What follows belongs to an exercise in optimizing a design on an open flow for small area, a short achievable clock period and few clock cycles per item; a production flow would make more cautious choices.
The RTL was checked by simulation tests, not by an equivalence proof against the original design.

main:
==> flow/design.v (excerpt) <==
module joint_limit_braking_limiter (
	input  logic                               clk,
	input  logic                               arst_n,
	input  logic                               cfg_valid,
	output logic                               cfg_ready,
	input  logic [jlbl_pkg::CFG_IDX_W-1:0]     cfg_index,
	input  logic [jlbl_pkg::WORD_W-1:0]        cfg_data,
	input  logic                               s_tvalid,
	output logic                               s_tready,
	input  logic [jlbl_pkg::IN_DATA_W-1:0]     s_tdata,   
	input  logic [jlbl_pkg::MODE_W-1:0]        s_tuser,   
	output logic                               m_tvalid,
	input  logic                               m_tready,
	output logic [jlbl_pkg::WORD_W-1:0]        m_tdata,   
	output logic                               m_tuser    
);
export LEC_CHECK = 0
export CAP_MARGIN = 20
export CORE_MARGIN = 2
export CORE_UTILIZATION = 45
export SETUP_SLACK_MARGIN = 5
export SLEW_MARGIN = 20
create_clock -name core_clock -period 12.0 [get_ports {clk}]
run.sh (not shown) runs the stock make flow with config.mk's settings and CLKGATE_MAP_FILE= SYNTH_SCRIPT=/design/flow/synth_recipe.tcl, a recipe that flattens the netlist after the stock synthesis.
Testbench counts of main, summed over its fixed seeds: cycles 10,756, items 2,400.
Modified inputs, the feature branch compared to main
-- flow/design.v --
<<< main, line 228
	jlbl_ctrl u_len_g (.x(r1_q[31:0]), .len(g_len));
	logic [4:0] sq_top, sq_end;
	assign sq_top = (g_len >= 6'd31) ? 5'd24 : 5'((g_len + 6'd18) >> 1);
	assign sq_end = 5'd16 - 5'({np, 1'b0});
	logic [1:0]  pair;
>>> the feature branch, line 228
	jlbl_ctrl u_len_g (.x(r1_q[31:0]), .len(g_len));
	logic [4:0] sq_top, sq_end;
	logic [6:0] sq_top_x;
	assign sq_top_x = (7'(g_len) + 7'(sc_len) + 7'd18 - 7'({np, 2'b00})) >> 1;
	assign sq_top   = (sq_top_x > 7'd24) ? 5'd24 : sq_top_x[4:0];
	assign sq_end = 5'd16 - 5'({np, 1'b0});
	logic [1:0]  pair;
Notes after the runs:
- When the feature branch is set beside main, its total vias in the final route turns out to be 1.9% larger.
- In the reports for the feature branch and main, the larger endpoint arrival time on the critical path belongs to main.
- Per the comparison of the feature branch with main, number of instances in the placed design now larger; count of clock-buffer cells in the layout now larger; relative area of non-clock buffer cells in the final design now larger.
- u_dp.r2_q[21] as the capture point of the worst path was reported by main, and s_tready by the feature branch.
- When the feature branch is measured against main, its longest individual stage delay on the worst path turns out 30 ps lower.
- From main to the feature branch the numbers moved as follows: non-clock buffer count went up by 18, ratio of final minimum period to clock period went up by 0.37 points.
- [compare] base=main new=the feature branch: cell area shows an increase of about 2.2%.
Testbench counts of the feature branch, summed over its fixed seeds: cycles 10,552, items 2,400.

--- another note on this design; it stands on its own ---

Setup of indigo:
Design joint_limit_braking_limiter, start of the top module:
module joint_limit_braking_limiter (
	input  logic                               clk,
	input  logic                               arst_n,
	input  logic                               cfg_valid,
	output logic                               cfg_ready,
	input  logic [jlbl_pkg::CFG_IDX_W-1:0]     cfg_index,
	input  logic [jlbl_pkg::WORD_W-1:0]        cfg_data,
	input  logic                               s_tvalid,
	output logic                               s_tready,
	input  logic [jlbl_pkg::IN_DATA_W-1:0]     s_tdata,   
	input  logic [jlbl_pkg::MODE_W-1:0]        s_tuser,   
	output logic                               m_tvalid,
	input  logic                               m_tready,
	output logic [jlbl_pkg::WORD_W-1:0]        m_tdata,   
	output logic                               m_tuser    
);
	assign cfg_ready = 1'b1;
	jlbl_dp u_dp (
		.clk       (clk),
		.arst_n    (arst_n),
		.cfg_valid (cfg_valid),
		.cfg_index (cfg_index),
		.cfg_data  (cfg_data),
		.s_tvalid  (s_tvalid),
		.s_tready  (s_tready),
		.s_tdata   (s_tdata),
		.s_tuser   (s_tuser),
		.m_tvalid  (m_tvalid),
		.m_tready  (m_tready),
		.m_tdata   (m_tdata),
		.m_tuser   (m_tuser)
	);
endmodule
clock: 12.0 ns
lec_check: 0
cap_margin: 20
core_margin: 2
core_utilization: 55
setup_slack_margin: 5
slew_margin: 20
run.sh (not shown) runs the stock make flow with config.mk's settings and CLKGATE_MAP_FILE= SYNTH_SCRIPT=/design/flow/synth_recipe.tcl, a recipe that flattens the netlist after the stock synthesis.
Testbench counts of indigo, summed over its fixed seeds: cycles 10,756, items 2,400.
[inputs] maple vs indigo
Settings: an added PLACE_DENSITY of 0.7.
### Flow results
The via count of the routed design on maple is in line with that on indigo. The amount of wire on met2 after detailed routing reported for maple is smaller than that of indigo by 5.3%. maple vs indigo — count of clock-buffer cells in the layout climbed by a few percent. Summary of maple over indigo: time the worst path needs with I/O delays and setup down 21 ps, flip-flop and latch area flat, routed wirelength normalized by instance count down 1.3 um, count of pins over their slew limit flat. maple ends up with a final critical-path setup slack that is 21 ps higher than in indigo. Summary of maple over indigo: share of the clock period used by the worst path after layout now sits lower, number of buffers other than clock buffers in the final layout dropped 9.

[separate check: timing with driven ports]
The flow's constraints put no driver on any port. The routed layouts listed below were extracted and timed again, unchanged, in two steps. Step 1 (the two cells are an assumption about what drives the block):
set clk [get_ports {clk}]
set_driving_cell -lib_cell sky130_fd_sc_hd__clkbuf_16 $clk
set_driving_cell -lib_cell sky130_fd_sc_hd__buf_2 [delete_from_list [all_inputs] $clk]
Step 2 also shifts input and output timing later by t, the mid clock arrival at the registers, as if the neighbouring blocks saw the same clock. Three values: ideal, step 1, step 2; two values: the first two.
run	t, ns	setup WS [ns]	worst setup path at the end
main	0.695	5.054 / 5.092 / 4.397	input to register
the feature branch	0.683	5.010 / 4.985 / 4.538	input to register
indigo	0.673	5.141 / 5.160 / 4.512	input to register
maple	0.688	5.162 / 5.212 / 4.524	input to register
After both steps setup and hold are still met in every run listed. For main, which loses most, drivers alone change the setup slack by +0.038 ns; drivers and shift together by -0.657 ns.
